This is an optimization exercise on Yosys and OpenROAD, whose aim is small area, a short achievable clock period and few clock cycles per item, not a production implementation. The RTL was checked by simulation tests, not by an equivalence proof against the original design. Power and IR drop assume default switching activity.

==> flow/design.v, too long to show whole: its modules and the start of the top module <==
// module playback_rate_trim_controller: 920 lines
module playback_rate_trim_controller #(
  parameter int AVERAGE_LENGTH = 128
) (
  input  logic        clk,
  input  logic        rst,
  input  logic        in_valid,
  output logic        in_stall,
  input  logic [24:0] in_data,
  output logic        out_valid,
  input  logic        out_stall,
  output logic [34:0] out_data,
  input  logic        cfg_valid,
  output logic        cfg_ready,
  input  logic [1:0]  cfg_index,
  input  logic [15:0] cfg_data
);
  // ...
==> flow/run.sh <==
#!/bin/bash
# synth_recipe.tcl (not shown) runs the flow's synth.tcl, then flattens the netlist and writes it again
# the make line also repeats each setting of config.mk as NAME=value (left out here)
make -C /OpenROAD-flow-scripts/flow DESIGN_CONFIG=/design/flow/config.mk WORK_HOME=/design/flow/orfs CLKGATE_MAP_FILE= SYNTH_SCRIPT=/design/flow/synth_recipe.tcl finish
==> flow/config.mk <==
export PLATFORM = sky130hd
export DESIGN_NAME = playback_rate_trim_controller
export DESIGN_NICKNAME = playback_rate_trim_controller
export VERILOG_FILES = /design/flow/design.v
export SDC_FILE = /design/flow/constraint.sdc
export NUM_CORES = 4
export LEC_CHECK = 0
export ABC_CLOCK_PERIOD_IN_PS = 3000
export CAP_MARGIN = 20
export CORE_MARGIN = 2
export CORE_UTILIZATION = 60
export CTS_CLUSTER_DIAMETER = 80
export CTS_CLUSTER_SIZE = 24
export PLACE_DENSITY = 0.75
export SETUP_SLACK_MARGIN = 4.6
export SLEW_MARGIN = 20
==> flow/constraint.sdc <==
create_clock -name core_clock -period 8.0 [get_ports {clk}]
set_input_delay 1.6000 -clock core_clock [delete_from_list [all_inputs] [get_ports {clk}]]
set_output_delay 1.6000 -clock core_clock [all_outputs]
set_load 0.01 [all_outputs]
==> impl_metrics.ini, run 1 <==
[critical_path]
cp-endpoint = dsum_m[20]
required_ps = 8720
end_kind = register
critPathKind = register to register

[power]
swShare = 0.3108
pg_seq_mw = 16.0
p_comb_frac = 0.310
power.switching_mw = 10.65
seqPwrFrac = 0.467
power.group.top = registers
p_clk_frac = 0.224

[status]
run_status = timing/DRC/antenna clean

[clock_tree]
ctsResizeCount = 205
clkTransAtPathRegs_ps = 90

[timing]
setup_tns_ps = 0
fin_hold_ws_ps = 392.4
tightest_slew_ps = 1152
hold_violations = 0

[finish]
nFlopsAndLatches = 2460
fillers = 11120
top_register = hist
multi_input_area_mm2 = 0.02729
multi_input_area_share = 0.2444

[route]
first_pass_iters = 5
met2_length_mm = 90.58
met1_length_mm = 86.50

[grt]
grt_use_met1 = 0.3233

[synth]
synthFlopType = edfxtp_1
ys_seq_area_frac = 0.7210
ys_async_sr_fraction = 0
synth-simple-area-share = 0.04994
synth_compound_area_frac = 0.07588
syn_inst = 6290

[floorplanning]
die-area_mm2 = 0.1698
pin_count = 86

[hold_path]
hold_end = q1_s4[3]
hold_class = register to register

[placement]
place_hpwl_mm = 115.3
routabilityCongestion = 0.8691
pre_cts_slack_ps = 3087

[flow_run]
maxCapViolCount = 0
Testbench counts, summed over its fixed seeds: cycles 2,200, items 2,048.
==> inputs of run 2 (changes only) <==
--- a/flow/design.v
+++ b/flow/design.v
@@ -87,25 +87,25 @@
   always_ff @(posedge clk) if (run) occ_s1 <= occ_in;
   logic [15:0] dr_s1;
   always_ff @(posedge clk) if (run) dr_s1 <= dly_in;
   logic [1:0] rsh_1;
   assign rsh_1 = dr_s1[15:14];
   logic [2:0] t1_2;
   assign t1_2 = {1'b0, rsh_1} - {1'b0, fpb[1:0]};
   logic [0:0] n1_3;
-  assign n1_3 = fen1[0] & ~t1_2[2];
+  assign n1_3 = (fpb[15:2] == 14'd0) & (fpb[1:0] != 2'd0) & ~t1_2[2];
   logic [2:0] t2_4;
-  assign t2_4 = {1'b0, rsh_1} - {1'b0, fpb2[1:0]};
+  assign t2_4 = {1'b0, rsh_1} - {1'b0, {fpb[0], 1'b0}};
   logic [0:0] n2_5;
-  assign n2_5 = fen2[0] & ~t2_4[2];
+  assign n2_5 = (fpb == 16'd1) & ~t2_4[2];
   logic [2:0] t3_6;
-  assign t3_6 = {1'b0, rsh_1} - {1'b0, fpb3[1:0]};
+  assign t3_6 = {1'b0, rsh_1} - {1'b0, {fpb[1] ^ fpb[0], fpb[0]}};
   logic [0:0] n3_7;
-  assign n3_7 = fen3[0] & ~t3_6[2];
+  assign n3_7 = (fpb == 16'd1) & ~t3_6[2];
   logic [1:0] rem_8;
   assign rem_8 = n3_7 ? t3_6[1:0] : n2_5 ? t2_4[1:0] : n1_3 ? t1_2[1:0] : rsh_1;
   logic [1:0] q1_9;
   assign q1_9 = {n2_5, n3_7 | (n1_3 & ~n2_5)};
   logic [13:0] dr_10;
   assign dr_10 = dr_s1[13:0];
   logic [3:0] rsh_11;
   assign rsh_11 = {rem_8, dr_10[13:12]};
@@ -858,29 +858,35 @@
   logic [6:0]  fill;      
   logic [13:0] nx_old;    
   logic [20:0] dsum_m;
   logic [20:0] dsum_nx;   
   logic        push;
   assign push    = x_v & run;
   assign nx_old  = (fill == 7'(HL - 1)) ? hist[HL-2] : 14'd0;
   assign dsum_nx = dsum_m + {{7{x_d[13]}}, x_d};
+  logic [20:0] cs_a, cs_b, cs_n, cs_s, cs_c;
+  assign cs_a = dsum_m;
+  assign cs_b = {{7{x_d[13]}}, x_d};
+  assign cs_n = ~{{7{nx_old[13]}}, nx_old};
+  assign cs_s = cs_a ^ cs_b ^ cs_n;
+  assign cs_c = {(cs_a[19:0] & cs_b[19:0]) | (cs_a[19:0] & cs_n[19:0]) | (cs_b[19:0] & cs_n[19:0]), 1'b1};
   always_ff @(posedge clk) begin
     if (push) begin
       hist[0] <= x_d;
       for (int i = 1; i < HL - 1; i++) hist[i] <= hist[i-1];
     end
   end
   always_ff @(posedge clk) begin
     if (rst) begin
       fill   <= 7'd0;
       dsum_m <= 21'd0;
     end else if (push) begin
       if (fill != 7'(HL - 1)) fill <= fill + 7'd1;
-      dsum_m <= dsum_m + {{7{x_d[13]}}, x_d} - {{7{nx_old[13]}}, nx_old};
+      dsum_m <= cs_s + cs_c;
     end
   end
   logic [28:0] x_res, k_res;
   logic [34:0] o_res;
   logic        o_v, k_v;
   logic        take;
   logic        stall_q;
   assign x_res = {dsum_nx[20:7], x_d, x_cl};
==> impl_metrics.ini, run 2 <==
[synth]
synth_cell_types = 96
synthAdderAreaFrac = 0.09224
synth_compound_area_frac = 0.07825
synth_edf_count = 2275
synth.most_common_cell = edfxtp_1
synth-simple-area-share = 0.05350
ys_seq_area_frac = 0.7155
synth_seq_cells = 2457
synth_mux_area_frac = 0.01645
syn_inst = 6442
synth_top_area_frac = 0.6793
synth.area.top_cells = edfxtp_1, ha_1, dfxtp_1
ys_async_sr_fraction = 0
syn_area_per_cell_um2 = 15.61
mappedNetlistNets = 7154
yosys.area_share.xor_xnor = 0.02351
syn_area_mm2 = 0.1006
synth_top_family_by_area = adder cells
yosysWarnings = 2
synthFlopType = edfxtp_1
yosys.area.top_type = edfxtp_1
yosys-top-cells-count = edfxtp_1, ha_1, inv_1, nand2_1, o21ai_0

[critical_path]
required_ps = 8770
startpoint = fill[0]
cp_cell_sequence = inv_2, ha_4, nand2_4, nor2_4, and2_4, fa_1, inv_2, ha_4, a211oi_4, o21bai_2, a211oi_2, o221ai_2, a311o_1, a22o_1, nor3_2, a21oi_1, nor2_1
critPathKind = register to register
rr_endpoint = dsum_m[15]
cp-start-kind = register
reg2reg_from = fill[0]
crit_path_top_delay_cell = fa_1
worst-r2r-setup-slack_ps = 4480
r2r_cells = 17
end_kind = register
crit_arrival_ps = 4290
crit_fanout = 5
cp_slowest_stage_delay_ps = 420

[power]
p_leak_nw = 40.36
vdd_drop_max_uv = 274.3
seqPwrFrac = 0.467
p_per_area_mw_per_mm2 = 309.2
power.switching_mw = 10.77
swShare = 0.3136
p_clk_frac = 0.213
p_comb_frac = 0.320
p_int_mw = 23.58

[floorplanning]
start_util = 0.6028
pin_count = 86
die_h_um = 413.4
rows = 150
die_x_um = 413.4
coreArea_mm2 = 0.1668
die-area_mm2 = 0.1709

[grt]
first_global_vias = 50430
grt_antenna_before_repair = 1
grt_overflow = 0
grt_first_pass_wirelength_mm = 292.9
grt_max_degree = 310
grt.total_usage = 0.2239

[finish]
fin_cells = 9011
postLayoutCellArea_mm2 = 0.1111
drive_above_1_share = 0.1109
fin_nets = 7454
top_register = hist
largest_register_ff_count = 1764
layout_commonest_cell = edfxtp_1
largestRegisters = hist x1764, o_res x31, k_res x29
final_cell_mix = edfxtp_1, ha_1, nand2_1
antennaDiodeCount = 0
area_growth_pct = 10.48

[hold_path]
hold_end = pr_s12[5]
hold_class = register to register
min_from = pl_s11[5]
hold_depth = 0

[placement]
place_hpwl_mm = 116.8
post_dp_cell_area_mm2 = 0.1041
portBuffers = 84
placed_cells = 8635
pre_cts_slack_ps = 3490
routabilityCongestion = 0.9266

[timing]
finalMaxSlewViolations = 0
layout_min_cycle_time_ps = 3519
slew_headroom = 0.2403
period_share = 0.4399
clock_skew_ps = 34.91
fin_ws_ps = 4481
rsz0062_at_grt = yes
fmax_mhz = 284.2
tightest_slew_ps = 1140
hold_violations = 0
setup_viol = 0

[route]
drtIter0Drc = 4721
routed_wl_mm = 194.0
viasPerCell = 5.794
wire_per_inst_um = 21.53
first_pass_iters = 8
ant_nets = 0
vias = 52210
drc = 0

[flow_run]
maxCapViolCount = 0

[clock_tree]
cts_tree = built
cts_max_level = 4
clkTransAtPathRegs_ps = 100
cts_sinks = 2457
cts.path.max_buffers = 3
cts_hold_buf = 0
clk_latency_ps = 820
cts_root_buf = clkbuf_16
numCtsBuffers = 132

[status]
run_status = timing/DRC/antenna clean
[run 2: changes by cell type after synthesis, sizes merged, moves of 16 or more]
| cell | change |
|---|---|
| fa | +19 |
| nor2b | -16 |
| o21ai | -21 |
| nor3 | +23 |
| xnor2 | +29 |
| mux2 | -36 |
| a21oi | +66 |
| inv | +43 |
| mux2i | -22 |
| nor2 | +33 |
| a211o | -19 |
[run 2: layout make-up]
class | instances | area (um2)
flip-flops and latches | 2457 | 72040
fillers | 11250 | 55730
multi-input cells | 3449 | 27640
clock buffers | 160 | 3503
repair buffers | 316 | 3108
well taps | 2204 | 2758
inverters | 386 | 1546
clock inverters | 39 | 521.8
[run 2: cell families (layout without fill, tap and decap cells)]
group                    count (synthesis)  after routing
other                                    1              1
AO/OA/AOI/OAI                         1229           1231
buffers and inverters                  538            901
multiplexers                           158            158
XOR/XNOR                               270            270
adder cells (fa/ha/maj)                664            664
AND/OR/NAND/NOR                       1125           1125
flip-flops                            2457           2457
[run 2: worst max-delay path by stage]
stage | slack (ps) | end | depth (start not counted)
global placement | 3520 | dsum_m[20] | 16
finish | 4480 | dsum_m[15] | 17
detailed placement | 3490 | dsum_m[20] | 14
CTS | 4470 | dsum_m[20] | 16
global route | 4290 | dsum_m[15] | 17
floorplan | -1070 | hist[0][0] | 4
[run 2: metrics by stage]
stage	setup TNS, ps	hold slack, ps	util	power (mW)
floorplan	-1890510	352.9	-	23.40
global placement	0	400.6	0.6241	25.65
detailed placement	0	404.5	0.6241	25.95
CTS	0	393.6	0.6568	33.92
global route	0	410.5	0.6660	36.34
finish	0	403.6	0.6660	34.35
[run 2: critical path: cells and delay by family (launching register included)]
kind	cells	cell delay, ps
and+or+nand+nor	5	660
buffers and inverters	2	180
adders and majority gates	3	790
DFF	1	330
AOI/OAI and AO/OA	7	1510
[run 2: power groups by stage]
| stage | combinational (mW) | sequential [mW] | clock [mW] |
|---|---|---|---|
| 2_1_floorplan | 7.43 | 16.0 | 0 |
| 3_3_place_gp | 9.27 | 16.4 | 0 |
| 3_5_place_dp | 9.54 | 16.4 | 0 |
| 4_1_cts | 10.3 | 16.1 | 7.55 |
| 5_1_grt | 12.3 | 16.1 | 7.93 |
| 6_report | 11.0 | 16.1 | 7.30 |
[run 2: timing repair]
action / 4_1_cts / 5_1_grt
gates resized for setup: 194 / 211
endpoints found under the setup margin: 190 / 419
setup buffers: 77 / 92
gates cloned: 5 / 3
pin swaps: 46 / 85
[run 2: metal layers]
layer,GRT usage,vias up,wire length [um]
met3,0.03137,318,9731
met4,0.06702,0,5285
met2,0.3512,1461,90020
met1,0.3293,25910,89010
li1,-,24530,-
met5,0,-,0
Testbench counts of run 2, summed over its fixed seeds: cycles 2,200, items 2,048.

==> what the ideal ports hide <==
In the flow no input, the clock included, has a driving cell. The finished layouts below were timed again as built, in two steps. Step 1 sets driving cells, clkbuf_16 on the clock port and buf_2 on the other inputs (assumed; they add their load-dependent delay and slew). Step 2, shift: input delay + t, output delay - t, t = (earliest + latest rising clock arrival at the registers) / 2. This alone moves slack from input paths to output paths. Three values: ideal ports, drivers, drivers and shift; two values: the first two.
run | t, ns | setup slack, ns | worst hold slack (ns) | worst register clock-pin slew, ns | worst slew at a driven data input, ns
run 1 | 0.886 | 3.584 / 3.584 / 3.584 | 0.392 / 0.392 / 0.392 | 0.11 / 0.11 | 0.07
run 2 | 0.885 | 4.481 / 4.481 / 4.481 | 0.404 / 0.404 / 0.404 | 0.10 / 0.10 | 0.05
After both steps every run listed still meets setup and hold.
